From an optimization exercise on the open Yosys and OpenROAD flow, aimed at a short achievable clock period and few clock cycles; shortcuts taken in it are not production practice. At most, simulation tests tie the RTL to the original design; equivalence was not proved. Function not checked in runs 4 to 6: the RTL went through the layout flow alone. No activity file was given, so power comes from the tool's default toggle rates.

File: design/flow/design.v
package rv_pkg;
    localparam int XLEN      = 32;
    localparam int REG_COUNT = 32;
    localparam int REG_AW    = 5;
    localparam int APB_AW    = 12;
    localparam int ALU_OPW   = 4;
    typedef logic [XLEN-1:0]    word_t;
    typedef logic [REG_AW-1:0]  reg_addr_t;
    typedef logic [ALU_OPW-1:0] alu_op_t;
    typedef logic [APB_AW-1:0]  apb_addr_t;
    typedef enum logic [1:0] {
        IDLE,
        DECODE,
        EXECUTE,
        WRITEBACK
    } state_t;
    localparam logic [6:0] OPC_LUI    = 7'b0110111;
    localparam logic [6:0] OPC_AUIPC  = 7'b0010111;
    localparam logic [6:0] OPC_JAL    = 7'b1101111;
    localparam logic [6:0] OPC_JALR   = 7'b1100111;
    localparam logic [6:0] OPC_BRANCH = 7'b1100011;
    localparam logic [6:0] OPC_OP_IMM = 7'b0010011;
    localparam logic [6:0] OPC_OP     = 7'b0110011;
    localparam logic [2:0] F3_ADD_SUB = 3'b000;
    localparam logic [2:0] F3_SLL     = 3'b001;
    localparam logic [2:0] F3_SLT     = 3'b010;
    localparam logic [2:0] F3_SLTU    = 3'b011;
    localparam logic [2:0] F3_XOR     = 3'b100;
    localparam logic [2:0] F3_SRL_SRA = 3'b101;
    localparam logic [2:0] F3_OR      = 3'b110;
    localparam logic [2:0] F3_AND     = 3'b111;
    localparam logic [2:0] F3_BEQ  = 3'b000;
    localparam logic [2:0] F3_BNE  = 3'b001;
    localparam logic [2:0] F3_BLT  = 3'b100;
    localparam logic [2:0] F3_BGE  = 3'b101;
    localparam logic [2:0] F3_BLTU = 3'b110;
    localparam logic [2:0] F3_BGEU = 3'b111;
    localparam logic [6:0] F7_BASE = 7'b0000000;
    localparam logic [6:0] F7_ALT  = 7'b0100000;  
    localparam alu_op_t ALU_ADD    = 4'd0;
    localparam alu_op_t ALU_SUB    = 4'd1;
    localparam alu_op_t ALU_SLT    = 4'd2;
    localparam alu_op_t ALU_SLTU   = 4'd3;
    localparam alu_op_t ALU_AND    = 4'd4;
    localparam alu_op_t ALU_OR     = 4'd5;
    localparam alu_op_t ALU_XOR    = 4'd6;
    localparam alu_op_t ALU_SLL    = 4'd7;
    localparam alu_op_t ALU_SRL    = 4'd8;
    localparam alu_op_t ALU_SRA    = 4'd9;
    localparam alu_op_t ALU_PASS_B = 4'd10;  
    localparam apb_addr_t REG_BASE   = 12'h000;
    localparam apb_addr_t PC_ADDR    = 12'h080;
    localparam apb_addr_t INSTR_ADDR = 12'h084;
    localparam word_t RESET_PC = 32'h0000_0000;
endpackage
`timescale 1ns/1ps
module rv_slice_top (
    input  logic        clk,
    input  logic        rst_n,
    input  logic [11:0] paddr,
    input  logic        psel,
    input  logic        penable,
    input  logic        pwrite,
    input  logic [31:0] pwdata,
    output logic [31:0] prdata,
    output logic        pready,
    output logic        pslverr
);
    logic [31:0] regs [1:31];
    logic [31:0] pc;
    logic        pcu_v, pcu_take;
    logic [31:0] pcu_tgt, pcu_p4, pc_nx;
    assign pc_nx = pcu_v ? (pcu_take ? pcu_tgt : pcu_p4) : pc;
    logic [31:0] wb_d;
    logic [31:1] wb_we;
    logic [31:0] regs_nx [1:31];
    always_comb
        for (int i = 1; i < 32; i++) regs_nx[i] = wb_we[i] ? wb_d : regs[i];
    logic [31:0] ins;
    logic [31:0] rs1_v, rs2_v, rdp_v;
    logic [6:0]  opc;
    logic [2:0]  f3;
    logic [6:0]  f7;
    logic        d_lui, d_auipc, d_jal, d_jalr, d_br, d_opi, d_op, d_legal, d_alu;
    logic        is_instr, read_ok;
    assign ins = pwdata;
    assign opc = ins[6:0];
    assign f3  = ins[14:12];
    assign f7  = ins[31:25];
    logic [32*32-1:0] rf_flat;    
    always_comb begin
        rf_flat[31:0] = 32'd0;
        for (int i = 1; i < 32; i++) rf_flat[32*i +: 32] = regs_nx[i];
    end
    assign rs1_v = rf_flat[32*ins[19:15] +: 32];
    assign rs2_v = rf_flat[32*ins[24:20] +: 32];
    assign rdp_v = rf_flat[32*paddr[6:2] +: 32];
    assign d_lui   = opc == 7'b0110111;
    assign d_auipc = opc == 7'b0010111;
    assign d_jal   = opc == 7'b1101111;
    assign d_jalr  = opc == 7'b1100111 && f3 == 3'b000;
    assign d_br    = opc == 7'b1100011 && f3[2:1] != 2'b01;
    assign d_opi   = opc == 7'b0010011 &&
                     (f3 == 3'b001 ? f7 == 7'h00 :
                      f3 == 3'b101 ? (f7 == 7'h00 || f7 == 7'h20) : 1'b1);
    assign d_op    = opc == 7'b0110011 &&
                     (f7 == 7'h00 || (f7 == 7'h20 && (f3 == 3'b000 || f3 == 3'b101)));
    assign d_legal = d_lui | d_auipc | d_jal | d_jalr | d_br | d_opi | d_op;
    assign is_instr = paddr == 12'h084;
    assign read_ok  = (paddr[11:7] == 5'd0 && paddr[1:0] == 2'b00) || paddr == 12'h080;
    logic c_alu, c_br;
    assign c_alu = opc[4] & ~opc[2];             
    assign c_br  = opc[6] & ~opc[2];             
    logic [31:0] op_a, op_b, imm;
    logic [31:1] wsel;
    logic        s_add, s_sub, s_sll, s_slt, s_sltu, s_xor, s_srl, s_sra, s_or, s_and;
    logic        s_lui, s_auipc, s_link, s_jalr;
    logic        t_jal, t_beq, t_bne, t_blt, t_bge, t_bltu, t_bgeu;
    logic        exec;
    logic        err_q, rdy_q;
    logic [31:0] rdata_q;
    always_ff @(posedge clk) begin
        op_a  <= rs1_v;
        op_b  <= (opc[5] & ~opc[2]) ? rs2_v : {{20{ins[31]}}, ins[31:20]};
        imm   <= opc[2] ? (opc[3] ? {{12{ins[31]}}, ins[19:12], ins[20], ins[30:21], 1'b0}
                                  : {ins[31:12], 12'b0})
                        : {{20{ins[31]}}, ins[7], ins[30:25], ins[11:8], 1'b0};
        for (int i = 1; i < 32; i++)
            wsel[i] <= ins[11:7] == i[4:0] && !c_br;
        s_add   <= c_alu & (f3 == 3'b000) & ~(opc[5] & ins[30]);
        s_sub   <= c_alu & (f3 == 3'b000) &  (opc[5] & ins[30]);
        s_sll   <= c_alu & (f3 == 3'b001);
        s_slt   <= c_alu & (f3 == 3'b010);
        s_sltu  <= c_alu & (f3 == 3'b011);
        s_xor   <= c_alu & (f3 == 3'b100);
        s_srl   <= c_alu & (f3 == 3'b101) & ~ins[30];
        s_sra   <= c_alu & (f3 == 3'b101) &  ins[30];
        s_or    <= c_alu & (f3 == 3'b110);
        s_and   <= c_alu & (f3 == 3'b111);
        s_lui   <= d_lui;
        s_auipc <= d_auipc;
        s_link  <= d_jal | d_jalr;
        s_jalr  <= d_jalr;
        t_jal   <= d_jal;
        t_beq   <= c_br & (f3 == 3'b000);
        t_bne   <= c_br & (f3 == 3'b001);
        t_blt   <= c_br & (f3 == 3'b100);
        t_bge   <= c_br & (f3 == 3'b101);
        t_bltu  <= c_br & (f3 == 3'b110);
        t_bgeu  <= c_br & (f3 == 3'b111);
        rdata_q <= rdp_v | ({32{paddr == 12'h080}} & pc_nx);
    end
    always_ff @(posedge clk or negedge rst_n) begin
        if (!rst_n) begin
            exec  <= 1'b0;
            err_q <= 1'b0;
            rdy_q <= 1'b0;
        end else begin
            exec  <= psel & ~penable & pwrite & is_instr & d_legal;
            err_q <= pwrite ? ~(is_instr & d_legal) : ~read_ok;
            rdy_q <= 1'b1;
        end
    end
    assign prdata  = rdata_q;
    assign pslverr = err_q;
    assign pready  = rdy_q;
    logic [31:0] sum, diff, pc4, tgt, shl, shr, rd_data;
    logic        lt_s, lt_u, eq, taken;
    assign sum  = op_a + op_b;
    assign diff = op_a - op_b;
    assign lt_u = op_a < op_b;
    assign lt_s = $signed(op_a) < $signed(op_b);
    assign eq   = op_a == op_b;
    assign shl = op_a << op_b[4:0];
    assign shr = 32'($signed({s_sra & op_a[31], op_a}) >>> op_b[4:0]);
    assign pc4 = pc + 32'd4;
    assign tgt = pc + imm;
    assign rd_data = ({32{s_add}}   & sum)
                   | ({32{s_sub}}   & diff)
                   | ({32{s_sll}}   & shl)
                   | ({32{s_srl | s_sra}} & shr)
                   | ({32{s_xor}}   & (op_a ^ op_b))
                   | ({32{s_or}}    & (op_a | op_b))
                   | ({32{s_and}}   & (op_a & op_b))
                   | {31'd0, (s_slt & lt_s) | (s_sltu & lt_u)}
                   | ({32{s_lui}}   & imm)
                   | ({32{s_auipc}} & tgt)
                   | ({32{s_link}}  & pc4);
    assign taken = t_jal | (t_beq & eq) | (t_bne & ~eq) | (t_blt & lt_s) | (t_bge & ~lt_s)
                 | (t_bltu & lt_u) | (t_bgeu & ~lt_u);
    always_ff @(posedge clk or negedge rst_n) begin
        if (!rst_n) begin
            pc    <= 32'd0;
            pcu_v <= 1'b0;
            wb_we <= '0;
        end else begin
            pc    <= pc_nx;
            pcu_v <= exec;
            wb_we <= exec ? wsel : '0;
        end
    end
    always_ff @(posedge clk) begin
        wb_d     <= rd_data;
        pcu_take <= taken | s_jalr;
        pcu_tgt  <= s_jalr ? {sum[31:1], 1'b0} : tgt;
        pcu_p4   <= pc4;
    end
    always_ff @(posedge clk or negedge rst_n) begin
        if (!rst_n) begin
            for (int i = 1; i < 32; i++) regs[i] <= 32'd0;
        end else begin
            for (int i = 1; i < 32; i++)
                if (wb_we[i]) regs[i] <= wb_d;
        end
    end
endmodule
File: design/flow/flow/run.sh
#!/bin/bash
# Standard ORFS layout (the standard.sh, standard synthesis), with the
# timing repair steps asked to reach a larger setup margin than the flow
# settings allow, so that repair keeps sizing the design for speed.
set -euo pipefail
cd "$(dirname "$0")/.."
MARGIN=$(cat flow/margin.txt)
bash standard.sh SETUP_SLACK_MARGIN="$MARGIN" finish > flow_make.log 2>&1
File: design/flow/flow/margin.txt
8.6
File: design/flow/standard.sh
#!/bin/bash
# synth_recipe.tcl (not shown) runs the flow's synth.tcl, then flattens the netlist and writes it again
# the make line also repeats each setting of config.mk as NAME=value (left out here)
make -C /OpenROAD-flow-scripts/flow DESIGN_CONFIG=/design/flow/config.mk WORK_HOME=/design/flow/orfs CLKGATE_MAP_FILE= SYNTH_SCRIPT=/design/flow/synth_recipe.tcl "${@:-finish}"
File: design/flow/config.mk
export PLATFORM = sky130hd
export DESIGN_NAME = rv_slice_top
export DESIGN_NICKNAME = rv_slice_top
export VERILOG_FILES = /design/flow/design.v
export SDC_FILE = /design/flow/constraint.sdc
export NUM_CORES = 4
export LEC_CHECK = 0
export ABC_CLOCK_PERIOD_IN_PS = 1500
export CAP_MARGIN = 20
export CORE_MARGIN = 2
export CORE_UTILIZATION = 36
export PLACE_DENSITY = 0.45
export SETUP_SLACK_MARGIN = 5
export SLEW_MARGIN = 20
File: design/flow/constraint.sdc
create_clock -name core_clock -period 12.0 [get_ports {clk}]
set_input_delay 2.4000 -clock core_clock [delete_from_list [all_inputs] [get_ports {clk}]]
set_output_delay 2.4000 -clock core_clock [all_outputs]
set_load 0.01 [all_outputs]
==> results of run 1 <==
[kinds of logic after synthesis]
group / count (synthesis) / synth area share
AOI/OAI and AO/OA: 1197 / 0.09444
adders and majority gates: 132 / 0.02026
and+or+nand+nor: 1086 / 0.05643
buffers and inverters: 1362 / 0.06461
DFF: 1335 / 0.3876
muxes: 1933 / 0.3671
xor gates and xnor gates: 90 / 0.009539
other: 1 / 0.00004538
[how the worst min path moves through the flow]
stage	startpoint	endpoint	slack [ns]	cells past startpoint
global route	wsel[17]$_DFF_P_	wb_we[17]$_DFF_PN0_	0.45	1
global placement	pc[1]$_DFF_PN0_	pcu_p4[1]$_DFF_P_	0.42	0
floorplan	pc[0]$_DFF_PN0_	pcu_p4[0]$_DFF_P_	0.38	0
finish	wsel[8]$_DFF_P_	wb_we[8]$_DFF_PN0_	0.44	1
detailed placement	pc[1]$_DFF_PN0_	pcu_p4[1]$_DFF_P_	0.42	0
CTS	wsel[8]$_DFF_P_	wb_we[8]$_DFF_PN0_	0.44	1
[stage by stage]
stage                     area [um2]  worst slack [ns]  utilization
after floorplan                84060             7.867            -
after global placement         86270             5.814       0.3788
after detailed placement       86330             5.815       0.3791
after CTS                      98980             8.146       0.4347
after global routing          101100             8.157       0.4442
final                         101200             8.179       0.4442
[layout by cell type, fill, tap and decap left out, types with 41 or more instances in the layout]
cell / n
xnor2_1: 62
dfxtp_2: 45
buf_12: 83
nand3_1: 41
nor2_1: 424
buf_4: 267
clkbuf_16: 189
nand2_1: 366
dfrtp_1: 1024
inv_1: 693
buf_6: 65
o211ai_1: 85
dfxtp_4: 46
a22o_1: 42
a21oi_1: 337
buf_16: 101
mux2i_1: 647
mux2_2: 451
ha_1: 94
clkbuf_1: 46
mux4_2: 833
a221oi_1: 42
o21ai_0: 171
o21ai_1: 70
a211oi_1: 46
dfxtp_1: 185
[layer usage]
| metal | GRT usage | vias to the layer above | part of all wire |
|---|---|---|---|
| met1 | 0.4494 | 34850 | 0.41 |
| met4 | 0.1421 | 24 | 0.055 |
| met5 | 0 | - | 0.00042 |
| met3 | 0.08044 | 832 | 0.097 |
| li1 | - | 26530 | - |
| met2 | 0.5011 | 3663 | 0.44 |
[worst max-delay path, stage by stage]
cell and delay [ns]:
buf_16 0.13, nor4_4 0.86, nand4_1 0.19, buf_4 0.20, nor2_4 0.12, buf_12 0.15, buf_16 0.14, buf_12 0.16
nand2_2 0.05, o211ai_1 0.12
[power groups by stage]
| stage | Sequential [mW] | Clock (mW) | Combinational, mW |
|---|---|---|---|
| after detailed placement | 4.76 | 0 | 1.41 |
| after floorplan | 4.66 | 0 | 0.916 |
| after global placement | 4.76 | 0 | 1.41 |
| final | 4.67 | 5.40 | 1.92 |
| after CTS | 4.67 | 5.48 | 1.77 |
| after global routing | 4.67 | 5.65 | 1.99 |
[sequential cells by signal, summed over array words and instances (netlist names), 31 cells and up]
name     count
wsel        31
pcu_tgt     32
regs       992
rdata_q     32
wb_we       31
pcu_p4      32
wb_d        32
op_b        32
imm         31
op_a        32
pc          32
[cell type report]
type	count	area [um2]
Antenna cell	10	25.02
Clock buffer	247	4820
Clock inverter	60	1022
Fill cell	20970	126600
Inverter	712	2730
Multi-Input combinational cell	4439	46980
Sequential cell	1335	32370
Tap cell	3009	3765
Timing Repair Buffer	623	9440
Timing Repair inverter	1	8.758
[repair_timing]
item,in CTS,in global routing
setup endpoints to repair,773,613
pin swaps,79,102
setup buffers,170,88
gates resized for setup,841,192
cloned,89,22
==> flow_metrics.py, run 1 <==
metrics = {
    "outcome": {
        "status": "complete, no violations",
    },
    "power": {
        "leakage_nw": 45.00,
        "clkPwrFrac": 0.451,
        "ir_drop_mv": 0.1562,
        "share_comb_of_total_power": 0.160,
        "intPower_mw": 8.481,
        "pwr_density_cell_nw_per_um2": 118.6,
        "power_frac_seq": 0.389,
        "power.total_mw": 11.99,
        "power_switching_mw": 3.514,
        "p_sw_frac": 0.2929,
    },
    "synthesis": {
        "synthTopCellsByArea": "dfrtp_1, mux4_2, mux2i_1, dfxtp_1, mux2_2",
        "ys_types": 96,
        "synth_nets": 7317,
        "synth_top_area_frac": 0.3207,
        "synth_top_area_cell": "dfrtp_1",
        "synth_most_common_cell": "dfrtp_1",
        "yosys_warnings": 3,
        "avgSynthCellArea_um2": 11.58,
        "ys.flop_type": "dfrtp_1",
        "syn-instance-count": 7136,
        "synth_edf_count": 0,
        "async_flop_share": 0.7933,
        "syn_area_um2": 82630,
        "synthTopCellsByCount": "dfrtp_1, mux4_2, inv_1",
        "synth-seq-area-share": 0.3876,
        "postSynthRegisterBits": 1335,
    },
    "final_layout": {
        "nets": 7457,
        "area_growth_pct": 22.42,
        "stdcell_count": 10440,
        "layout-drive-gt1-share": 0.3469,
    },
    "cts": {
        "clk_latency_ns": 0.87,
        "cts_made_buffers": 164,
        "cts_max_path_buffers": 3,
        "ctsRootBufferMaster": "clkbuf_16",
        "htreeDepth": 4,
        "postCtsHoldBufs": 0,
        "cts_sinks": 1335,
        "cts.clk_slew.worst_paths_ns": 0.05,
        "cts_tree": "done",
    },
    "global_route": {
        "grt_max_degree": 158,
        "grt-ovfl-total": 0,
        "grt_pass1_vias": 64490,
        "antenna_found_initial": 33,
        "grt_pass1_wl_mm": 543.3,
        "gr-usage-all-layers": 0.3302,
    },
    "place": {
        "place.gp.congestion": 0.9745,
        "dp.cells": 9749,
        "post-dp-hpwl_mm": 230.4,
        "portBuffers": 82,
    },
    "routing": {
        "drt_iter0_drc": 7444,
        "postRouteAntennaNets": 0,
        "drc_errors": 0,
        "drt-pass1-iter-count": 6,
        "vias_per_cell": 6.314,
        "wl_per_cell_um": 38.07,
        "vias": 65900,
        "routed_wl_mm": 397.3,
    },
    "sta": {
        "hold_violations": 0,
        "rsz0062_at_grt": "true",
        "worstMarginPinSlew_ns": 1.238,
        "clock_skew_ns": 0.06377,
        "setup_tns_ns": 0,
        "fmax_mhz": 261.7,
        "min_period_ns": 3.821,
        "holdWs_ns": 0.4357,
        "max-slew-margin-rel": 0.1745,
        "finalCritPeriodShare": 0.3184,
        "setup_viol": 0,
        "slew_violations": 0,
    },
    "critical_path": {
        "arrival_ns": 4.57,
        "critPathMaxFanout": 7,
        "startpoint_type": "input pin",
        "critPathCaptureType": "flip-flop",
        "r2r-start": "wb_we[29]$_DFF_PN0_",
        "ff2ff_setup_slack_ns": 8.41,
        "reg2reg_depth": 6,
        "crit_end": "rdata_q[5]$_DFF_P_",
        "path_class": "in -> reg",
        "rr_endpoint": "rdata_q[3]$_DFF_P_",
        "startpoint": "paddr[4]",
        "worstPathRequired_ns": 12.75,
    },
    "run": {
        "maxCapViolCount": 0,
    },
    "die": {
        "die_area_um2": 233400,
        "die_h_um": 483.1,
        "rows": 175,
        "top_level_ports": 83,
        "start_util": 0.3629,
        "die-width_um": 483.1,
        "design.core.area_um2": 227700,
    },
    "min_path": {
        "min_path_type": "reg -> reg",
    },
}
Testbench counts, summed over its fixed seeds: cycles 48,000.
==> run 2: changes to the inputs <==
--- a/design/flow/config.mk
+++ b/design/flow/config.mk
@@ -8,7 +8,7 @@
 export ABC_CLOCK_PERIOD_IN_PS = 1500
 export CAP_MARGIN = 20
 export CORE_MARGIN = 2
-export CORE_UTILIZATION = 36
-export PLACE_DENSITY = 0.45
+export CORE_UTILIZATION = 30
+export PLACE_DENSITY = 0.4
 export SETUP_SLACK_MARGIN = 5
 export SLEW_MARGIN = 20
==> flow_metrics.py, run 2 <==
metrics = {
    "synthesis": {
        "postSynthRegisterBits": 1335,
        "async_flop_share": 0.7933,
        "ys.flop_type": "dfrtp_1",
        "synth_most_common_cell": "dfrtp_1",
        "ys_types": 96,
        "syn_area_um2": 82630,
        "synth_top_area_cell": "dfrtp_1",
        "synth_nets": 7317,
        "synth_edf_count": 0,
        "synth_top_area_frac": 0.3207,
        "yosys_warnings": 3,
        "synthTopCellsByCount": "dfrtp_1, mux4_2, inv_1",
        "synth-seq-area-share": 0.3876,
        "syn-instance-count": 7136,
        "synthTopCellsByArea": "dfrtp_1, mux4_2, mux2i_1, dfxtp_1, mux2_2",
        "avgSynthCellArea_um2": 11.58,
    },
    "die": {
        "die_h_um": 528.8,
        "die_area_um2": 279700,
        "design.core.area_um2": 273900,
        "die-width_um": 528.8,
        "start_util": 0.3017,
        "rows": 192,
        "top_level_ports": 83,
    },
    "sta": {
        "rsz0062_at_grt": "true",
        "setup_viol": 0,
        "worstMarginPinSlew_ns": 1.270,
        "finalCritPeriodShare": 0.3214,
        "max-slew-margin-rel": 0.1524,
        "fmax_mhz": 259.3,
        "clock_skew_ns": 0.08618,
        "setup_tns_ns": 0,
        "slew_violations": 0,
        "min_period_ns": 3.857,
        "hold_violations": 0,
    },
    "cts": {
        "cts_sinks": 1335,
        "cts_tree": "done",
        "cts_max_path_buffers": 3,
        "clk_latency_ns": 0.88,
        "ctsRootBufferMaster": "clkbuf_16",
        "cts_made_buffers": 164,
        "htreeDepth": 4,
        "cts.clk_slew.worst_paths_ns": 0.06,
    },
    "critical_path": {
        "critPathMaxFanout": 1,
        "critPathCaptureType": "output pin",
        "critPathTopFamily": "flip-flops",
        "r2r-start": "wb_we[2]$_DFF_PN0_",
        "worstPathRequired_ns": 9.60,
        "max_stage_delay_ns": 0.44,
        "ff2ff_setup_slack_ns": 8.32,
        "reg2reg_depth": 8,
        "arrival_ns": 1.46,
        "crit_buf_inv": 1,
        "startpoint_type": "flip-flop",
        "path_class": "reg -> out",
        "path_cells": "buf_6",
        "rr_endpoint": "op_b[10]$_DFF_P_",
        "slowest_stage": "dfxtp_4",
    },
    "routing": {
        "routed_wl_mm": 431.1,
        "vias_per_cell": 5.992,
        "drc_errors": 0,
        "wl_per_cell_um": 38.49,
        "drt_iter0_drc": 7892,
        "postRouteAntennaNets": 0,
        "vias": 67110,
        "drt-pass1-iter-count": 7,
    },
    "global_route": {
        "gr-usage-all-layers": 0.2977,
        "grt_pass1_vias": 64960,
        "grt_pass1_wl_mm": 575.6,
        "grt_max_degree": 139,
        "grt-ovfl-total": 0,
        "antenna_found_initial": 31,
    },
    "final_layout": {
        "nets": 7635,
        "layout_commonest_cell": "dfrtp_1",
        "largest_register": "regs",
        "largest_register_ffs": 992,
        "area_growth_pct": 26.47,
        "final_cell_mix": "dfrtp_1, mux4_2, inv_1",
        "layout-drive-gt1-share": 0.3705,
    },
    "min_path": {
        "hold_end": "pcu_p4[0]$_DFF_P_",
        "hold_depth": 0,
        "holdCritStartpoint": "pc[0]$_DFF_PN0_",
        "min_path_type": "reg -> reg",
    },
    "outcome": {
        "status": "complete, no violations",
    },
    "power": {
        "power.total_mw": 12.13,
        "leakage_nw": 46.24,
        "pwr_density_cell_nw_per_um2": 116.0,
        "ir_drop_mv": 0.1712,
    },
    "place": {
        "post-dp-hpwl_mm": 248.5,
        "portBuffers": 82,
        "place.gp.congestion": 0.9528,
    },
    "run": {
        "maxCapViolCount": 0,
    },
}
[run 2: cell counts after synthesis]
Identical to the previous run, type by type.
[run 2: logic make-up after synthesis]
kind of cell,synth area share
flops,0.3876
other cells,0.00004538
compound gates,0.09444
fa+ha+maj,0.02026
mux,0.3671
xor+xnor,0.009539
simple gates,0.05643
buf+inv,0.06461
[run 2: worst max-delay path by stage]
stage	start	endpoint	cells after the start
global placement	paddr[3]	rdata_q[5]$_DFF_P_	10
finish	rdata_q[4]$_DFF_P_	prdata[4]	1
CTS	rdata_q[4]$_DFF_P_	prdata[4]	1
global route	rdata_q[4]$_DFF_P_	prdata[4]	1
detailed placement	pwdata[20]	op_b[15]$_DFF_P_	7
floorplan	paddr[2]	rdata_q[21]$_DFF_P_	6
[run 2: repair_timing]
action,CTS,global route
hold buffers,0,0
gates resized for setup,955,278
cloned,105,33
pin swaps,91,118
setup buffers,252,147
endpoints found under the setup margin,600,438
[run 2: layout make-up]
type	count	area, um2
tap	3589	4491
multi-input combinational	4439	47310
inverter	712	2741
timing repair inverter	3	28.78
clock buffer	249	4866
timing repair buffer	799	11750
sequential	1335	32360
fill	26330	169400
clock inverter	61	925.9
antenna	14	35.03
[run 2: metal layers]
layer  GRT usage  wire (um)  part of all wire
met4      0.1152      22360             0.052
met1      0.4114     181900              0.42
met5           0        137           0.00032
met3     0.07451      41060             0.095
met2      0.4459     185600              0.43
[run 2: per-stage QoR]
stage          cell area [um2]    util  cells  worst slack (ns)  hold slack [ns]
3_3_place_gp             87090  0.3180  10340             5.575           0.3877
3_5_place_dp             87120  0.3181  10340             5.620           0.3930
6_report                104500  0.3816  11200             8.143           0.4027
5_1_grt                 104500  0.3815  11190             8.125           0.4141
4_1_cts                 101300  0.3700  11010             8.081           0.4066
2_1_floorplan            84060       -   7136             7.867           0.3751
[run 2: power breakdown]
group / switching, mW / internal (mW)
logic: 1.25 / 0.800
clock network: 2.24 / 3.15
registers: 0.150 / 4.54
==> run 3: changes to the inputs <==
--- a/design/flow/config.mk
+++ b/design/flow/config.mk
@@ -5,7 +5,7 @@
 export SDC_FILE = /design/flow/constraint.sdc
 export NUM_CORES = 4
 export LEC_CHECK = 0
-export ABC_CLOCK_PERIOD_IN_PS = 1500
+export ABC_CLOCK_PERIOD_IN_PS = 1000
 export CAP_MARGIN = 20
 export CORE_MARGIN = 2
 export CORE_UTILIZATION = 30
==> flow_metrics.py, run 3 <==
metrics = {
    "outcome": {
        "status": "complete, no violations",
    },
    "die": {
        "die_h_um": 528.8,
        "rows": 192,
        "top_level_ports": 83,
        "die_area_um2": 279700,
        "design.core.area_um2": 273900,
        "start_util": 0.3017,
        "die-width_um": 528.8,
    },
    "routing": {
        "postRouteAntennaNets": 0,
        "drt-pass1-iter-count": 7,
        "vias_per_cell": 5.992,
        "routed_wl_mm": 431.1,
        "vias": 67110,
        "wl_per_cell_um": 38.49,
        "drc_errors": 0,
        "drt_iter0_drc": 7892,
    },
    "critical_path": {
        "startpoint_type": "flip-flop",
        "path_cells": "buf_6",
        "ff2ff_setup_slack_ns": 8.32,
        "path_class": "reg -> out",
        "arrival_ns": 1.46,
        "crit_buf_inv": 1,
        "max_stage_delay_ns": 0.44,
        "critPathTopFamily": "flip-flops",
        "slowest_stage": "dfxtp_4",
        "critPathCaptureType": "output pin",
        "worstPathRequired_ns": 9.60,
        "critPathMaxFanout": 1,
    },
    "power": {
        "power_switching_mw": 3.637,
        "power_frac_seq": 0.387,
        "share_comb_of_total_power": 0.169,
        "leakage_nw": 46.24,
        "clkPwrFrac": 0.444,
        "ir_drop_mv": 0.1712,
        "pwr_density_cell_nw_per_um2": 116.0,
        "p_sw_frac": 0.2999,
        "intPower_mw": 8.489,
    },
    "final_layout": {
        "fill_cells": 26330,
        "final_cell_mix": "dfrtp_1, mux4_2, inv_1",
        "layout-drive-gt1-share": 0.3705,
        "area_growth_pct": 26.47,
        "largest_register": "regs",
        "final_core_util": 0.3816,
        "layout_commonest_cell": "dfrtp_1",
        "nets": 7635,
        "largest_register_ffs": 992,
    },
    "global_route": {
        "gr-usage-all-layers": 0.2977,
        "grt_pass1_vias": 64960,
        "antenna_found_initial": 31,
        "grt_max_degree": 139,
        "grt-ovfl-total": 0,
        "grt_pass1_wl_mm": 575.6,
    },
    "synthesis": {
        "synth_nets": 7317,
        "synthTopCellsByArea": "dfrtp_1, mux4_2, mux2i_1, dfxtp_1, mux2_2",
        "async_flop_share": 0.7933,
        "ys.flop_type": "dfrtp_1",
        "avgSynthCellArea_um2": 11.58,
        "ys_types": 96,
        "synthTopCellsByCount": "dfrtp_1, mux4_2, inv_1",
        "syn-instance-count": 7136,
        "synth_most_common_cell": "dfrtp_1",
        "synth_top_area_frac": 0.3207,
        "synth_top_area_cell": "dfrtp_1",
        "synth-seq-area-share": 0.3876,
        "yosys_warnings": 3,
        "postSynthRegisterBits": 1335,
        "synth_edf_count": 0,
        "syn_area_um2": 82630,
    },
    "cts": {
        "clk_latency_ns": 0.88,
        "cts_tree": "done",
        "cts.clk_slew.worst_paths_ns": 0.06,
        "postCtsHoldBufs": 0,
        "htreeDepth": 4,
        "cts_made_buffers": 164,
        "ctsRootBufferMaster": "clkbuf_16",
        "cts_max_path_buffers": 3,
        "cts_sinks": 1335,
    },
    "min_path": {
        "min_path_type": "reg -> reg",
    },
    "sta": {
        "clock_skew_ns": 0.08618,
        "min_period_ns": 3.857,
        "setup_tns_ns": 0,
        "finalCritPeriodShare": 0.3214,
        "rsz0062_at_grt": "true",
        "setup_viol": 0,
        "fmax_mhz": 259.3,
        "hold_violations": 0,
        "slew_violations": 0,
        "max-slew-margin-rel": 0.1524,
        "worstMarginPinSlew_ns": 1.270,
    },
    "place": {
        "place.gp.congestion": 0.9528,
        "portBuffers": 82,
        "post-dp-hpwl_mm": 248.5,
    },
    "run": {
        "maxCapViolCount": 0,
    },
}
==> run 3: cell type report <==
| class | count | area [um2] | share of cell area |
|---|---|---|---|
| clock inverter | 61 | 925.9 | 0.008859 |
| timing repair buffer | 799 | 11750 | 0.1124 |
| tap | 3589 | 4491 | 0.04297 |
| antenna | 14 | 35.03 | 0.0003352 |
| multi-input combinational | 4439 | 47310 | 0.4527 |
| clock buffer | 249 | 4866 | 0.04656 |
| timing repair inverter | 3 | 28.78 | 0.0002754 |
| sequential | 1335 | 32360 | 0.3097 |
| inverter | 712 | 2741 | 0.02623 |
==> run 3: path summary, 6_finish.rpt <==
| check | endpoint | from | cells past startpoint |
|---|---|---|---|
| min in group asynchronous | rdy_q$_DFF_PN0_ | rst_n | 1 |
| max in group asynchronous | regs[17][23]$_DFF_PN0_ | rst_n | 3 |
| min | pcu_p4[0]$_DFF_P_ | pc[0]$_DFF_PN0_ | 0 |
| max | prdata[4] | rdata_q[4]$_DFF_P_ | 1 |
| max reg2reg | op_b[10]$_DFF_P_ | wb_we[2]$_DFF_PN0_ | 8 |
| min reg2reg | pcu_p4[0]$_DFF_P_ | pc[0]$_DFF_PN0_ | 0 |
==> run 3: layer usage <==
layer,global-route usage,wire (um)
met1,0.4114,181900
met2,0.4459,185600
met3,0.07451,41060
met4,0.1152,22360
met5,0,137
==> run 3: what timing repair did <==
action	4_1_cts	5_1_grt
pin swaps	91	118
cloned	105	33
buffers inserted	252	147
resized for setup	955	278
setup endpoints to repair	600	438
==> run 3: per-stage QoR <==
stage               hold WS, ns  power [mW]  std cells  instance area [um2]  setup slack (ns)
CTS                      0.4066       12.00      11010               101300             8.081
global route             0.4141       12.46      11190               104500             8.125
floorplan                0.3751       5.573       7136                84060             7.867
global placement         0.3877       6.201      10340                87090             5.575
finish                   0.4027       12.13      11200               104500             8.143
detailed placement       0.3930       6.199      10340                87120             5.620
==> run 3: cells by family after synthesis <==
group                      Yosys count  synth area share
AOI/OAI and AO/OA                 1197           0.09444
xor gates and xnor gates            90          0.009539
adders and majority gates          132           0.02026
buffers and inverters             1362           0.06461
DFF                               1335            0.3876
muxes                             1933            0.3671
other                                1        0.00004538
and+or+nand+nor                   1086           0.05643
==> run 3: power by group through the flow <==
stage,logic [mW],clock network [mW],registers (mW)
finish,2.05,5.39,4.69
global route,2.11,5.66,4.69
CTS,1.86,5.46,4.68
detailed placement,1.43,0,4.77
global placement,1.43,0,4.77
floorplan,0.916,0,4.66
==> run 4: changes to the inputs <==
--- a/design/flow/design.v
+++ b/design/flow/design.v
@@ -88,13 +88,16 @@
     assign f3  = ins[14:12];
     assign f7  = ins[31:25];
     logic [32*32-1:0] rf_flat;    
+    logic [32*32-1:0] rf_flat_p;  
     always_comb begin
         rf_flat[31:0] = 32'd0;
         for (int i = 1; i < 32; i++) rf_flat[32*i +: 32] = regs_nx[i];
+        rf_flat_p = rf_flat;
+        rf_flat_p[31:0] = {32{paddr == 12'h080}} & pc_nx;   
     end
     assign rs1_v = rf_flat[32*ins[19:15] +: 32];
     assign rs2_v = rf_flat[32*ins[24:20] +: 32];
-    assign rdp_v = rf_flat[32*paddr[6:2] +: 32];
+    assign rdp_v = rf_flat_p[32*paddr[6:2] +: 32];
     assign d_lui   = opc == 7'b0110111;
     assign d_auipc = opc == 7'b0010111;
     assign d_jal   = opc == 7'b1101111;
@@ -105,7 +108,19 @@
                       f3 == 3'b101 ? (f7 == 7'h00 || f7 == 7'h20) : 1'b1);
     assign d_op    = opc == 7'b0110011 &&
                      (f7 == 7'h00 || (f7 == 7'h20 && (f3 == 3'b000 || f3 == 3'b101)));
-    assign d_legal = d_lui | d_auipc | d_jal | d_jalr | d_br | d_opi | d_op;
+    logic f7_base, f7_zero, opc11;
+    assign f7_base = ~f7[6] & ~|f7[4:0];
+    assign f7_zero = f7_base & ~f7[5];
+    assign opc11   = opc[1] & opc[0];
+    assign d_legal = opc11 & (
+          (~opc[6] &  opc[4] & ~opc[3] & opc[2])                           
+        | ( opc[6] &  opc[5] & ~opc[4] & opc[3] & opc[2])                  
+        | ( opc[6] &  opc[5] & ~opc[4] & ~opc[3] & opc[2] & ~|f3)          
+        | ( opc[6] &  opc[5] & ~opc[4] & ~opc[3] & ~opc[2] & (f3[2] | ~f3[1]))    
+        | (~opc[6] & ~opc[5] &  opc[4] & ~opc[3] & ~opc[2] &
+           (f3[1] | ~f3[0] | (f3[2] ? f7_base : f7_zero)))                 
+        | (~opc[6] &  opc[5] &  opc[4] & ~opc[3] & ~opc[2] &
+           f7_base & (~f7[5] | (f3[1:0] == 2'b00 & ~f3[2]) | (f3 == 3'b101))));  
     assign is_instr = paddr == 12'h084;
     assign read_ok  = (paddr[11:7] == 5'd0 && paddr[1:0] == 2'b00) || paddr == 12'h080;
     logic c_alu, c_br;
@@ -116,7 +131,7 @@
     logic        s_add, s_sub, s_sll, s_slt, s_sltu, s_xor, s_srl, s_sra, s_or, s_and;
     logic        s_lui, s_auipc, s_link, s_jalr;
     logic        t_jal, t_beq, t_bne, t_blt, t_bge, t_bltu, t_bgeu;
-    logic        exec;
+    logic        exec, xfer_q, legal_q;
     logic        err_q, rdy_q;
     logic [31:0] rdata_q;
     always_ff @(posedge clk) begin
@@ -148,19 +163,22 @@
         t_bge   <= c_br & (f3 == 3'b101);
         t_bltu  <= c_br & (f3 == 3'b110);
         t_bgeu  <= c_br & (f3 == 3'b111);
-        rdata_q <= rdp_v | ({32{paddr == 12'h080}} & pc_nx);
+        rdata_q <= rdp_v;
     end
     always_ff @(posedge clk or negedge rst_n) begin
         if (!rst_n) begin
-            exec  <= 1'b0;
+            xfer_q  <= 1'b0;
+            legal_q <= 1'b0;
             err_q <= 1'b0;
             rdy_q <= 1'b0;
         end else begin
-            exec  <= psel & ~penable & pwrite & is_instr & d_legal;
+            xfer_q  <= psel & ~penable & pwrite & is_instr;
+            legal_q <= d_legal;
             err_q <= pwrite ? ~(is_instr & d_legal) : ~read_ok;
             rdy_q <= 1'b1;
         end
     end
+    assign exec    = xfer_q & legal_q;
     assign prdata  = rdata_q;
     assign pslverr = err_q;
     assign pready  = rdy_q;
==> design/flow/config.mk (replaced) <==
export PLATFORM = sky130hd
export DESIGN_NAME = rv_slice_top
export DESIGN_NICKNAME = rv_slice_top
export VERILOG_FILES = /design/flow/design.v
export SDC_FILE = /design/flow/constraint.sdc
export NUM_CORES = 4
export LEC_CHECK = 0
export ABC_CLOCK_PERIOD_IN_PS = 1500
export CAP_MARGIN = 20
export CORE_MARGIN = 2
export CORE_UTILIZATION = 40
export PLACE_DENSITY = 0.5
export SETUP_SLACK_MARGIN = 5
export SLEW_MARGIN = 20
==> flow_metrics.py, run 4 <==
metrics = {
    "sta": {
        "min_period_ns": 3.840,
        "fmax_mhz": 260.4,
        "clock_skew_ns": 0.04520,
        "rsz0062_at_grt": "true",
        "finalCritPeriodShare": 0.3200,
        "worstMarginPinSlew_ns": 1.281,
        "setup_viol": 0,
        "hold_violations": 0,
        "max-slew-margin-rel": 0.1462,
        "slew_violations": 0,
        "setup_tns_ns": 0,
    },
    "synthesis": {
        "ys.flop_type": "dfrtp_1",
        "syn-instance-count": 7230,
        "yosys_warnings": 3,
        "synth_nets": 7411,
        "synthTopCellsByArea": "dfrtp_1, mux4_2, mux2i_1, dfxtp_1, inv_1",
        "postSynthRegisterBits": 1336,
        "synth_most_common_cell": "dfrtp_1",
        "synth_edf_count": 0,
        "synth_top_area_frac": 0.3212,
        "synthTopCellsByCount": "dfrtp_1, mux2i_1, inv_1",
        "synth-seq-area-share": 0.3881,
        "async_flop_share": 0.7934,
        "ys_types": 88,
        "synth_top_area_cell": "dfrtp_1",
        "avgSynthCellArea_um2": 11.42,
        "syn_area_um2": 82590,
    },
    "routing": {
        "wl_per_cell_um": 37.88,
        "postRouteAntennaNets": 0,
        "drc_errors": 0,
        "vias_per_cell": 6.526,
        "vias": 66670,
        "routed_wl_mm": 387.0,
        "drt_iter0_drc": 9175,
        "drt-pass1-iter-count": 6,
    },
    "cts": {
        "cts_sinks": 1336,
        "htreeDepth": 4,
        "ctsRootBufferMaster": "clkbuf_16",
        "cts_max_path_buffers": 3,
        "cts.clk_slew.worst_paths_ns": 0.06,
        "cts_made_buffers": 156,
        "clk_latency_ns": 0.86,
        "cts_tree": "done",
    },
    "critical_path": {
        "startpoint_type": "flip-flop",
        "critPathMaxFanout": 1,
        "path_class": "reg -> out",
        "path_cells": "buf_6",
        "max_stage_delay_ns": 0.45,
        "worstPathRequired_ns": 9.60,
        "crit_buf_inv": 1,
        "critPathTopFamily": "flip-flops",
        "critPathCaptureType": "output pin",
        "arrival_ns": 1.44,
        "slowest_stage": "dfxtp_4",
    },
    "place": {
        "portBuffers": 82,
        "dp.cells": 9516,
        "post-dp-hpwl_mm": 216.9,
        "place.gp.congestion": 1.012,
    },
    "die": {
        "die_h_um": 458.4,
        "die-width_um": 458.4,
        "start_util": 0.4029,
        "top_level_ports": 83,
        "design.core.area_um2": 205000,
        "rows": 166,
        "die_area_um2": 210100,
    },
    "final_layout": {
        "multi_input_area_um2": 46680,
        "stdcell_count": 10220,
        "fill_cells": 18010,
        "area_growth_pct": 22.47,
        "largest_register_ffs": 992,
        "seqCellArea_um2": 32350,
        "nets": 7560,
        "layout_commonest_cell": "dfrtp_1",
        "layout-drive-gt1-share": 0.3201,
        "largest_register": "regs",
        "final_cell_mix": "dfrtp_1, mux2i_1, inv_1",
    },
    "global_route": {
        "antenna_found_initial": 21,
        "grt_pass1_wl_mm": 529.3,
        "grt-ovfl-total": 0,
        "grt_pass1_vias": 63850,
        "gr-usage-all-layers": 0.3602,
        "grt_max_degree": 133,
    },
    "power": {
        "ir_drop_mv": 0.1016,
        "pwr_density_cell_nw_per_um2": 114.8,
        "leakage_nw": 45.81,
        "power_switching_mw": 3.375,
        "clkPwrFrac": 0.438,
        "power_frac_seq": 0.403,
        "p_sw_frac": 0.2906,
        "share_comb_of_total_power": 0.159,
        "intPower_mw": 8.238,
    },
    "run": {
        "maxCapViolCount": 0,
    },
    "outcome": {
        "status": "complete, no violations",
    },
    "min_path": {
        "min_path_type": "reg -> reg",
    },
}
-- run 4: cell types whose count changed after synthesis, moves of 21 or more --
| cell | change |
|---|---|
| a21oi_1 | +42 |
| mux4_2 | -26 |
| buf_2 | -46 |
| mux2_2 | -177 |
| inv_1 | +160 |
| nand2_1 | -87 |
| and3_1 | +41 |
| a211oi_1 | +60 |
| o211ai_1 | -27 |
| a221o_1 | -24 |
| mux2i_1 | +214 |
| clkbuf_1 | +38 |
| and2_1 | -23 |
| nor2_1 | -21 |
-- run 4: repair_timing --
item	in CTS	in global routing
setup buffers	180	91
resized for setup	887	253
pin swaps	97	116
endpoints found under the setup margin	873	378
hold buffers	0	0
gates cloned	105	17
-- run 4: worst paths after layout --
path	from	to	slack [ns]	cells past startpoint
min in group asynchronous	rst_n	regs[26][28]$_DFF_PN0_	1.51	1
worst max-delay path	rdata_q[4]$_DFF_P_	prdata[4]	8.16	1
worst max register to register	op_b[0]$_DFF_P_	wb_d[28]$_DFF_P_	8.25	13
max in group asynchronous	rst_n	regs[23][7]$_DFF_PN0_	8.74	3
worst min-delay path	pc[0]$_DFF_PN0_	pcu_p4[0]$_DFF_P_	0.45	0
worst min register to register	pc[0]$_DFF_PN0_	pcu_p4[0]$_DFF_P_	0.45	0
-- run 4: power by group through the flow --
stage          registers (mW)  clock network, mW  logic, mW
2_1_floorplan            4.66                  0      0.902
3_3_place_gp             4.76                  0       1.31
3_5_place_dp             4.76                  0       1.31
4_1_cts                  4.68               5.14       1.69
5_1_grt                  4.68               5.31       1.90
6_report                 4.68               5.09       1.84
-- run 4: cells by family after synthesis --
family	Yosys count	synth area share
muxes	1944	0.3620
buffers and inverters	1522	0.07236
DFF	1336	0.3881
AOI/OAI and AO/OA	1211	0.09473
and+or+nand+nor	983	0.05178
adders and majority gates	132	0.02027
xor gates and xnor gates	101	0.01071
other	1	0.00004541
-- run 4: per-layer routing --
metal	global-route usage	up-vias	routed length, um
met2	0.5105	4372	162300
met5	0	-	147
met3	0.09748	913	43450
met1	0.4936	34730	154800
met4	0.2121	24	26350
li1	-	26630	-
-- run 4: through the flow --
step	setup WS, ns	instance area, um2	total power, mW	util	hold slack, ns
floorplan	7.887	83970	5.565	-	0.3754
global placement	5.958	85830	6.068	0.4187	0.4120
detailed placement	5.969	85830	6.069	0.4187	0.4259
CTS	8.114	98750	11.51	0.4817	0.4455
global route	8.138	101100	11.90	0.4932	0.4663
finish	8.160	101100	11.61	0.4934	0.4536
-- run 4: final cells by class --
type	count	share of cell area
clock inverters	71	0.008362
well taps	2688	0.03325
inverters	864	0.03276
repair inverters	4	0.0004701
flip-flops and latches	1336	0.3199
repair buffers	645	0.09840
multi-input cells	4372	0.4615
clock buffers	222	0.04506
diodes	14	0.0003464
==> run 5: changes to the inputs <==
--- a/design/flow/config.mk
+++ b/design/flow/config.mk
@@ -8,7 +8,7 @@
 export ABC_CLOCK_PERIOD_IN_PS = 1500
 export CAP_MARGIN = 20
 export CORE_MARGIN = 2
-export CORE_UTILIZATION = 40
-export PLACE_DENSITY = 0.5
+export CORE_UTILIZATION = 36
+export PLACE_DENSITY = 0.45
 export SETUP_SLACK_MARGIN = 5
 export SLEW_MARGIN = 20
==> flow_metrics.py, run 5 <==
metrics = {
    "cts": {
        "clk_latency_ns": 0.87,
        "htreeDepth": 4,
        "cts_tree": "done",
        "cts_max_path_buffers": 3,
        "ctsRootBufferMaster": "clkbuf_16",
        "cts_made_buffers": 160,
        "cts_sinks": 1336,
        "cts.clk_slew.worst_paths_ns": 0.06,
    },
    "die": {
        "die_h_um": 483.0,
        "rows": 175,
        "start_util": 0.3627,
        "top_level_ports": 83,
        "design.core.area_um2": 227700,
        "die_area_um2": 233300,
        "die-width_um": 483.0,
    },
    "final_layout": {
        "largest_register": "regs",
        "multi_input_area_um2": 46550,
        "nets": 7475,
        "layout-drive-gt1-share": 0.3136,
        "stdcell_count": 10450,
        "fill_cells": 21100,
        "largest_register_ffs": 992,
        "area_growth_pct": 21.93,
        "layout_commonest_cell": "dfrtp_1",
        "final_cell_mix": "dfrtp_1, mux2i_1, inv_1",
        "seqCellArea_um2": 32360,
    },
    "outcome": {
        "status": "complete, no violations",
    },
    "critical_path": {
        "startpoint": "rdata_q[4]$_DFF_P_",
        "critPathCaptureType": "output pin",
        "arrival_ns": 1.46,
        "slowest_stage": "dfxtp_4",
        "critPathMaxFanout": 1,
        "worstPathRequired_ns": 9.60,
        "path_class": "reg -> out",
        "r2r-start": "op_b[0]$_DFF_P_",
        "path_cells": "buf_6",
        "critPathTopFamily": "flip-flops",
        "path_depth": 1,
        "crit_buf_inv": 1,
        "reg2reg_depth": 13,
        "max_stage_delay_ns": 0.45,
        "startpoint_type": "flip-flop",
    },
    "synthesis": {
        "synth_top_area_frac": 0.3212,
        "synth-seq-area-share": 0.3881,
        "synthTopCellsByArea": "dfrtp_1, mux4_2, mux2i_1, dfxtp_1, inv_1",
        "synthTopCellsByCount": "dfrtp_1, mux2i_1, inv_1",
        "syn_area_um2": 82590,
        "async_flop_share": 0.7934,
        "synth_top_area_cell": "dfrtp_1",
        "yosys_warnings": 3,
        "synth_most_common_cell": "dfrtp_1",
        "ys.flop_type": "dfrtp_1",
        "synth_edf_count": 0,
        "avgSynthCellArea_um2": 11.42,
        "syn-instance-count": 7230,
        "postSynthRegisterBits": 1336,
        "ys_types": 88,
        "synth_nets": 7411,
    },
    "min_path": {
        "min_path_type": "reg -> reg",
        "hold_depth": 0,
        "holdCritStartpoint": "pc[0]$_DFF_PN0_",
    },
    "global_route": {
        "grt_pass1_wl_mm": 536.0,
        "gr-usage-all-layers": 0.3301,
        "grt_max_degree": 144,
        "grt_pass1_vias": 63620,
        "antenna_found_initial": 16,
        "grt-ovfl-total": 0,
    },
    "sta": {
        "rsz0062_at_grt": "true",
        "min_period_ns": 3.859,
        "setup_viol": 0,
        "clock_skew_ns": 0.05046,
        "slew_violations": 0,
        "max-slew-margin-rel": 0.1744,
        "fmax_mhz": 259.2,
        "finalCritPeriodShare": 0.3216,
        "worstMarginPinSlew_ns": 1.238,
        "setup_tns_ns": 0,
        "hold_violations": 0,
    },
    "place": {
        "post-dp-hpwl_mm": 217.9,
        "place.gp.congestion": 0.9871,
        "portBuffers": 82,
        "dp.cells": 9815,
    },
    "routing": {
        "vias_per_cell": 6.209,
        "vias": 64900,
        "drt-pass1-iter-count": 6,
        "drc_errors": 0,
        "drt_iter0_drc": 7391,
        "postRouteAntennaNets": 0,
        "wl_per_cell_um": 37.40,
        "routed_wl_mm": 390.9,
    },
    "power": {
        "ir_drop_mv": 0.1545,
        "pwr_density_cell_nw_per_um2": 115.8,
        "leakage_nw": 45.33,
    },
    "run": {
        "maxCapViolCount": 0,
    },
}
-- run 5: what timing repair did --
| action | 4_1_cts | 5_1_grt |
|---|---|---|
| gates cloned | 110 | 13 |
| buffers inserted | 154 | 48 |
| pin swaps | 93 | 95 |
| endpoints found under the setup margin | 672 | 571 |
| gates resized for setup | 903 | 256 |
| hold buffers | 0 | 0 |
-- run 5: where the power goes --
group          internal, mW  switching, mW  total, mW
logic                 0.711           1.13       1.84
registers              4.55          0.135       4.68
clock network          2.97           2.17       5.14
total                  8.23           3.44       11.7
-- run 5: cell type report --
class,count,share of cell area
tap,3009,0.03739
antenna,11,0.0002734
sequential,1336,0.3213
timing repair inverter,2,0.0003231
clock inverter,56,0.006710
inverter,864,0.03285
clock buffer,245,0.04789
timing repair buffer,558,0.09101
multi-input combinational,4372,0.4622
-- run 5: kinds of logic after synthesis --
| logic type | synth area share |
|---|---|
| muxes | 0.3620 |
| buffers and inverters | 0.07236 |
| DFF | 0.3881 |
| AOI/OAI and AO/OA | 0.09473 |
| and+or+nand+nor | 0.05178 |
| adders and majority gates | 0.02027 |
| xor gates and xnor gates | 0.01071 |
| other | 0.00004541 |
-- run 5: worst paths after layout --
kind | to | slack, ns
worst min register to register | pcu_p4[0]$_DFF_P_ | 0.43
max in group asynchronous | regs[6][7]$_DFF_PN0_ | 8.82
min in group asynchronous | regs[30][23]$_DFF_PN0_ | 1.48
worst max register to register | wb_d[28]$_DFF_P_ | 8.30
worst max-delay path | prdata[4] | 8.14
worst min-delay path | pcu_p4[0]$_DFF_P_ | 0.43
-- run 5: through the flow --
stage / worst slack (ns) / area (um2) / total power [mW] / util / hold WS, ns
global placement: 5.984 / 86060 / 6.103 / 0.3779 / 0.3943
CTS: 8.098 / 98910 / 11.62 / 0.4344 / 0.4309
global route: 8.125 / 100700 / 11.98 / 0.4421 / 0.4618
detailed placement: 5.931 / 86060 / 6.100 / 0.3779 / 0.4180
finish: 8.141 / 100700 / 11.66 / 0.4422 / 0.4337
floorplan: 7.887 / 83970 / 5.565 / - / 0.3754
-- run 5: per-layer routing --
metal	share of wire	routed length (um)	GRT usage	up-vias
li1	-	-	-	26490
met1	0.41	162200	0.4565	34230
met2	0.43	169100	0.4860	3400
met3	0.095	37300	0.07917	771
met4	0.057	22270	0.1584	8
met5	0.00014	54	0	-
==> run 6: changes to the inputs <==
--- a/design/flow/config.mk
+++ b/design/flow/config.mk
@@ -9,6 +9,8 @@
 export CAP_MARGIN = 20
 export CORE_MARGIN = 2
 export CORE_UTILIZATION = 36
+export CTS_CLUSTER_DIAMETER = 120
+export CTS_CLUSTER_SIZE = 24
 export PLACE_DENSITY = 0.45
 export SETUP_SLACK_MARGIN = 5
 export SLEW_MARGIN = 20
==> flow_metrics.py, run 6 <==
metrics = {
    "sta": {
        "fmax_mhz": 264.7,
        "setup_viol": 0,
        "rsz0062_at_grt": "true",
        "slew_violations": 0,
        "hold_violations": 0,
        "holdWs_ns": 0.4391,
        "setup_tns_ns": 0,
        "max-slew-margin-rel": 0.1593,
        "finalCritPeriodShare": 0.3148,
        "clock_skew_ns": 0.06711,
        "worstMarginPinSlew_ns": 1.261,
        "min_period_ns": 3.778,
    },
    "run": {
        "maxCapViolCount": 0,
    },
    "synthesis": {
        "syn-instance-count": 7230,
        "async_flop_share": 0.7934,
        "synth_most_common_cell": "dfrtp_1",
        "synth_nets": 7411,
        "postSynthRegisterBits": 1336,
        "ys_types": 88,
        "synthTopCellsByArea": "dfrtp_1, mux4_2, mux2i_1, dfxtp_1, inv_1",
        "ys.flop_type": "dfrtp_1",
        "avgSynthCellArea_um2": 11.42,
        "syn_area_um2": 82590,
        "synth_top_area_frac": 0.3212,
        "synth-seq-area-share": 0.3881,
        "synthTopCellsByCount": "dfrtp_1, mux2i_1, inv_1",
        "synth_top_area_cell": "dfrtp_1",
        "synth_edf_count": 0,
        "yosys_warnings": 3,
    },
    "critical_path": {
        "worstPathRequired_ns": 12.70,
        "ff2ff_setup_slack_ns": 8.33,
        "startpoint_type": "input pin",
        "arrival_ns": 4.48,
        "rr_endpoint": "wb_d[28]$_DFF_P_",
        "r2r-start": "op_a[1]$_DFF_P_",
        "reg2reg_depth": 12,
        "critPathCaptureType": "flip-flop",
        "critPathMaxFanout": 7,
        "path_class": "in -> reg",
    },
    "die": {
        "start_util": 0.3627,
        "die_area_um2": 233300,
        "die-width_um": 483.0,
        "rows": 175,
        "top_level_ports": 83,
        "design.core.area_um2": 227700,
        "die_h_um": 483.0,
    },
    "place": {
        "post-dp-hpwl_mm": 217.9,
        "place.gp.congestion": 0.9871,
        "portBuffers": 82,
    },
    "global_route": {
        "grt_pass1_vias": 62920,
        "antenna_found_initial": 15,
        "grt-ovfl-total": 0,
        "grt_pass1_wl_mm": 535.4,
        "grt_max_degree": 144,
        "gr-usage-all-layers": 0.3297,
    },
    "cts": {
        "cts_max_path_buffers": 3,
        "cts.clk_slew.worst_paths_ns": 0.10,
        "htreeDepth": 3,
        "ctsRootBufferMaster": "clkbuf_16",
        "clk_latency_ns": 0.78,
        "cts_sinks": 1336,
        "cts_made_buffers": 68,
        "cts_tree": "done",
        "postCtsHoldBufs": 0,
    },
    "routing": {
        "drt-pass1-iter-count": 10,
        "drt_iter0_drc": 7582,
        "drc_errors": 0,
        "vias_per_cell": 6.281,
        "routed_wl_mm": 393.7,
        "postRouteAntennaNets": 0,
        "vias": 64910,
        "wl_per_cell_um": 38.10,
    },
    "min_path": {
        "hold_end": "pcu_p4[0]$_DFF_P_",
        "holdCritStartpoint": "pc[0]$_DFF_PN0_",
        "hold_depth": 0,
        "min_path_type": "reg -> reg",
    },
    "final_layout": {
        "area_growth_pct": 19.29,
        "layout-drive-gt1-share": 0.3109,
        "largest_register": "regs",
        "layout_commonest_cell": "dfrtp_1",
        "seqCellArea_um2": 32360,
        "final_cell_mix": "dfrtp_1, mux2i_1, inv_1",
        "multi_input_area_um2": 46840,
        "nets": 7446,
        "fill_cells": 21250,
        "largest_register_ffs": 992,
    },
    "power": {
        "pwr_density_cell_nw_per_um2": 95.71,
        "leakage_nw": 44.17,
        "ir_drop_mv": 0.1058,
    },
    "outcome": {
        "status": "complete, no violations",
    },
}
run 6: critical path: stages:
cell,delay [ns]
buf_16,0.11
buf_16,0.17
buf_12,0.13
buf_8,0.13
buf_16,0.17
mux4_2,0.52
mux4_2,0.48
nand2_1,0.09
o21ai_1,0.08
o21ai_1,0.13
run 6: how the worst max path moves through the flow:
stage	startpoint	to	slack [ns]
2_1_floorplan	pwdata[20]	op_b[18]$_DFF_P_	7.89
3_5_place_dp	pwdata[2]	op_b[23]$_DFF_P_	5.93
5_1_grt	pwdata[20]	op_b[15]$_DFF_P_	8.21
3_3_place_gp	pwdata[20]	op_b[5]$_DFF_P_	5.98
6_report	pwdata[20]	op_b[21]$_DFF_P_	8.22
4_1_cts	rdata_q[4]$_DFF_P_	prdata[4]	8.19
run 6: layer usage:
layer	up-vias	global-route usage	part of all wire	wire length, um
met3	709	0.06922	0.092	36390
met4	0	0.1472	0.056	21890
met2	3460	0.4913	0.43	170800
met5	-	0	0	0
met1	34420	0.4615	0.42	164700
li1	26320	-	-	-
run 6: area by class of cell:
class / count / share of cell area
timing repair buffer: 619 / 0.1023
timing repair inverter: 4 / 0.0005842
tap: 3009 / 0.03822
multi-input combinational: 4372 / 0.4755
clock buffer: 114 / 0.01977
antenna: 6 / 0.0001524
clock inverter: 11 / 0.001486
inverter: 864 / 0.03361
sequential: 1336 / 0.3285
run 6: where the power goes:
group          total, mW  internal [mW]  switching [mW]
Combinational       1.90          0.744            1.16
Sequential          4.67           4.54           0.135
Clock               2.85           1.15            1.70
Total               9.43           6.43            2.99
run 6: logic make-up (layout without fill, tap and decap cells):
| kind of cell | count (synthesis) | in the layout | synth area share |
|---|---|---|---|
| mux | 1944 | 1944 | 0.3620 |
| buf+inv | 1522 | 1612 | 0.07236 |
| flops | 1336 | 1336 | 0.3881 |
| compound gates | 1211 | 1211 | 0.09473 |
| simple gates | 983 | 983 | 0.05178 |
| fa+ha+maj | 132 | 132 | 0.02027 |
| xor+xnor | 101 | 101 | 0.01071 |
| other cells | 1 | 7 | 0.00004541 |
run 6: timing repair:
| item | CTS | global route |
|---|---|---|
| endpoints found under the setup margin | 700 | 415 |
| setup buffers | 180 | 70 |
| gates cloned | 118 | 20 |
| hold endpoints to repair | 0 | 0 |
| gates resized for setup | 988 | 282 |
| pin swaps | 117 | 99 |
run 6: stage by stage:
| stage | setup slack, ns | util | instance area [um2] | cells | power, mW |
|---|---|---|---|---|---|
| finish | 8.222 | 0.4326 | 98520 | 10340 | 9.429 |
| detailed placement | 5.931 | 0.3779 | 86060 | 9815 | 6.100 |
| CTS | 8.191 | 0.4223 | 96170 | 10240 | 9.339 |
| global placement | 5.984 | 0.3779 | 86060 | 9815 | 6.103 |
| floorplan | 7.887 | - | 83970 | 7230 | 5.565 |
| global route | 8.207 | 0.4326 | 98510 | 10330 | 9.703 |
==> run 7: changes to the inputs <==
--- a/design/flow/design.v
+++ b/design/flow/design.v
@@ -93,7 +93,7 @@
         rf_flat[31:0] = 32'd0;
         for (int i = 1; i < 32; i++) rf_flat[32*i +: 32] = regs_nx[i];
         rf_flat_p = rf_flat;
-        rf_flat_p[31:0] = {32{paddr == 12'h080}} & pc_nx;   
+        rf_flat_p[31:0] = {32{paddr[7]}} & pc_nx;
     end
     assign rs1_v = rf_flat[32*ins[19:15] +: 32];
     assign rs2_v = rf_flat[32*ins[24:20] +: 32];
==> design/flow/flow/margin.txt (replaced) <==
8.35
--- a/design/flow/config.mk
+++ b/design/flow/config.mk
@@ -9,8 +9,8 @@
 export CAP_MARGIN = 20
 export CORE_MARGIN = 2
 export CORE_UTILIZATION = 36
-export CTS_CLUSTER_DIAMETER = 120
-export CTS_CLUSTER_SIZE = 24
+export CTS_CLUSTER_DIAMETER = 100
+export CTS_CLUSTER_SIZE = 16
 export PLACE_DENSITY = 0.45
 export SETUP_SLACK_MARGIN = 5
 export SLEW_MARGIN = 20
==> flow_metrics.py, run 7 <==
metrics = {
    "sta": {
        "clock_skew_ns": 0.05331,
        "finalCritPeriodShare": 0.3162,
        "fmax_mhz": 263.5,
        "worst_slack_ns": 8.206,
        "worstMarginPinSlew_ns": 1.273,
        "hold_violations": 0,
        "setup_viol": 0,
        "slew_violations": 0,
        "setup_tns_ns": 0,
        "max-slew-margin-rel": 0.1512,
        "rsz0062_at_grt": "true",
        "min_period_ns": 3.794,
    },
    "die": {
        "die_area_um2": 235100,
        "top_level_ports": 83,
        "start_util": 0.3620,
        "die_h_um": 484.8,
        "rows": 176,
        "design.core.area_um2": 229900,
        "die-width_um": 484.8,
    },
    "cts": {
        "cts_made_buffers": 99,
        "cts_sinks": 1336,
        "clk_latency_ns": 0.82,
        "cts.clk_slew.worst_paths_ns": 0.08,
        "postCtsHoldBufs": 0,
        "ctsRootBufferMaster": "clkbuf_16",
        "cts_tree": "done",
        "htreeDepth": 3,
        "cts_max_path_buffers": 3,
    },
    "synthesis": {
        "synth_top_area_frac": 0.3187,
        "yosys_warnings": 3,
        "postSynthRegisterBits": 1336,
        "synthTopCellsByCount": "dfrtp_1, inv_1, mux2i_1",
        "async_flop_share": 0.7934,
        "synth-seq-area-share": 0.3851,
        "synth_edf_count": 0,
        "avgSynthCellArea_um2": 11.37,
        "synth_nets": 7503,
        "synth_top_area_cell": "dfrtp_1",
        "syn-instance-count": 7322,
        "synthTopCellsByArea": "dfrtp_1, mux4_2, mux2i_1, dfxtp_1, inv_1",
        "ys.flop_type": "dfrtp_1",
        "syn_area_um2": 83230,
        "ys_types": 94,
        "synth_most_common_cell": "dfrtp_1",
    },
    "routing": {
        "drt_iter0_drc": 8460,
        "wl_per_cell_um": 37.61,
        "drc_errors": 0,
        "vias": 64770,
        "dr_wl_met2_mm": 166.9,
        "drt-pass1-iter-count": 9,
        "vias_per_cell": 6.289,
        "highest_layer": "met5",
        "routed_wl_mm": 387.3,
        "postRouteAntennaNets": 0,
        "met3_length_mm": 37.49,
        "routedLengthMet1_mm": 161.4,
    },
    "final_layout": {
        "layout_commonest_cell": "dfrtp_1",
        "area_growth_pct": 14.11,
        "largest_register": "regs",
        "layout-drive-gt1-share": 0.2596,
        "largest_register_ffs": 992,
        "stdcell_count": 10300,
        "final_cell_mix": "dfrtp_1, inv_1, mux2i_1",
        "nets": 7358,
    },
    "min_path": {
        "min_path_type": "reg -> reg",
        "hold_end": "wb_we[3]$_DFF_PN0_",
        "holdCritStartpoint": "wsel[3]$_DFF_P_",
        "hold_depth": 1,
    },
    "power": {
        "pwr_density_cell_nw_per_um2": 104.8,
        "ir_drop_mv": 0.1344,
        "leakage_nw": 42.61,
    },
    "place": {
        "portBuffers": 82,
        "dp.cells": 9916,
        "dpl_worst_slack_ns": 5.811,
        "place.gp.congestion": 0.9950,
        "post-dp-hpwl_mm": 232.8,
    },
    "critical_path": {
        "critPathCaptureType": "flip-flop",
        "ff2ff_setup_slack_ns": 8.27,
        "r2r-start": "wb_we[23]$_DFF_PN0_",
        "worstPathRequired_ns": 12.74,
        "critPathMaxFanout": 6,
        "rr_endpoint": "op_b[1]$_DFF_P_",
        "path_class": "in -> reg",
        "arrival_ns": 4.53,
        "reg2reg_depth": 7,
        "startpoint_type": "input pin",
    },
    "global_route": {
        "antenna_found_initial": 28,
        "grt_pass1_vias": 62860,
        "gr-usage-all-layers": 0.3181,
        "grt_pass1_wl_mm": 528.1,
        "grt-ovfl-total": 0,
        "grt_max_degree": 143,
    },
    "outcome": {
        "status": "complete, no violations",
    },
    "run": {
        "maxCapViolCount": 0,
    },
}
## run 7: worst max path at each step
| stage | cells after the start | slack (ns) | end | start |
|---|---|---|---|---|
| after floorplan | 8 | 7.90 | op_b[3]$_DFF_P_ | pwdata[20] |
| after global placement | 8 | 5.89 | op_b[15]$_DFF_P_ | pwdata[20] |
| after CTS | 1 | 8.19 | prdata[20] | rdata_q[20]$_DFF_P_ |
| after detailed placement | 8 | 5.81 | op_b[0]$_DFF_P_ | pwdata[20] |
| after global routing | 1 | 8.19 | prdata[5] | rdata_q[5]$_DFF_P_ |
| final | 7 | 8.21 | op_b[8]$_DFF_P_ | pwdata[20] |
## run 7: area by class of cell
cell class,count,area (um2)
Fill cell,21850,134900
Sequential cell,1336,32380
Tap cell,3026,3786
Multi-Input combinational cell,4418,46130
Antenna cell,10,25.02
Clock buffer,167,2784
Timing Repair inverter,1,8.758
Inverter,903,3455
Clock inverter,19,310.3
Timing Repair Buffer,418,6093
## run 7: routing by layer
layer  track usage  vias to the layer above
met3       0.07592                      773
li1              -                    26330
met4        0.1363                       20
met2        0.4716                     3613
met5             0                        -
met1        0.4434                    34030
## run 7: logic make-up after synthesis
kind of cell,count (synthesis),synth area share
flops,1336,0.3851
fa+ha+maj,132,0.02011
mux,1949,0.3627
compound gates,1203,0.09414
buf+inv,1569,0.07315
other cells,1,0.00004506
xor+xnor,96,0.01010
simple gates,1036,0.05466
## run 7: worst max-delay path, cell delays in order
cell and delay (ns):
buf_16 0.12, buf_16 0.16, buf_16 0.16, mux4_2 0.53, mux4_2 0.53, a211oi_4 0.45, a21o_1 0.15
## run 7: per-stage QoR
stage | utilization | cell area (um2) | power (mW) | hold slack, ns
6_report | 0.4131 | 94970 | 9.955 | 0.4672
5_1_grt | 0.4130 | 94960 | 10.25 | 0.4814
4_1_cts | 0.4053 | 93180 | 9.891 | 0.4646
3_5_place_dp | 0.3770 | 86670 | 6.175 | 0.4463
3_3_place_gp | 0.3769 | 86660 | 6.176 | 0.4336
2_1_floorplan | - | 84460 | 5.584 | 0.3754
## run 7: timing repair
action / CTS / global route
gates resized for setup: 577 / 186
pin swaps: 26 / 45
endpoints found under the setup margin: 623 / 587
cloned: 46 / 25
setup buffers: 58 / 57
## run 7: power breakdown
group / internal (mW) / total, mW / switching [mW]
registers: 4.54 / 4.68 / 0.139
logic: 0.611 / 1.73 / 1.12
clock network: 1.67 / 3.55 / 1.87
total: 6.82 / 9.95 / 3.13
Testbench counts of run 7, summed over its fixed seeds: cycles 48,000.

-- re-timing with driven ports --
The results above use ideal ports. As a check the final layouts listed here were re-extracted and re-timed, cells and wires unchanged. Step 1 (the two cells are an assumption about what drives the block):
set clk [get_ports {clk}]
set_driving_cell -lib_cell sky130_fd_sc_hd__clkbuf_16 $clk
set_driving_cell -lib_cell sky130_fd_sc_hd__buf_2 [delete_from_list [all_inputs] $clk]
Step 2, shift: input delay + t, output delay - t, t = (earliest + latest rising clock arrival at the registers) / 2. This alone moves slack from input paths to output paths. Slacks: ideal / step 1 / step 2; pairs: ideal / step 1.
run	t, ns	setup WS [ns]	worst data-port slew with drivers (ns)
run 1	0.937	8.179 / 8.089 / 7.152	0.40
run 2	0.943	8.143 / 8.044 / 7.179	0.36
run 3	0.943	8.143 / 8.044 / 7.179	0.36
run 4	0.934	8.160 / 8.065 / 7.132	0.48
run 5	0.938	8.141 / 8.053 / 7.245	0.36
run 6	0.835	8.222 / 8.052 / 7.217	0.43
run 7	0.879	8.206 / 8.002 / 7.122	0.33
After both steps every run listed still meets setup and hold. For run 7, which loses most, drivers alone change the setup slack by -0.204 ns; drivers and shift together by -1.084 ns.
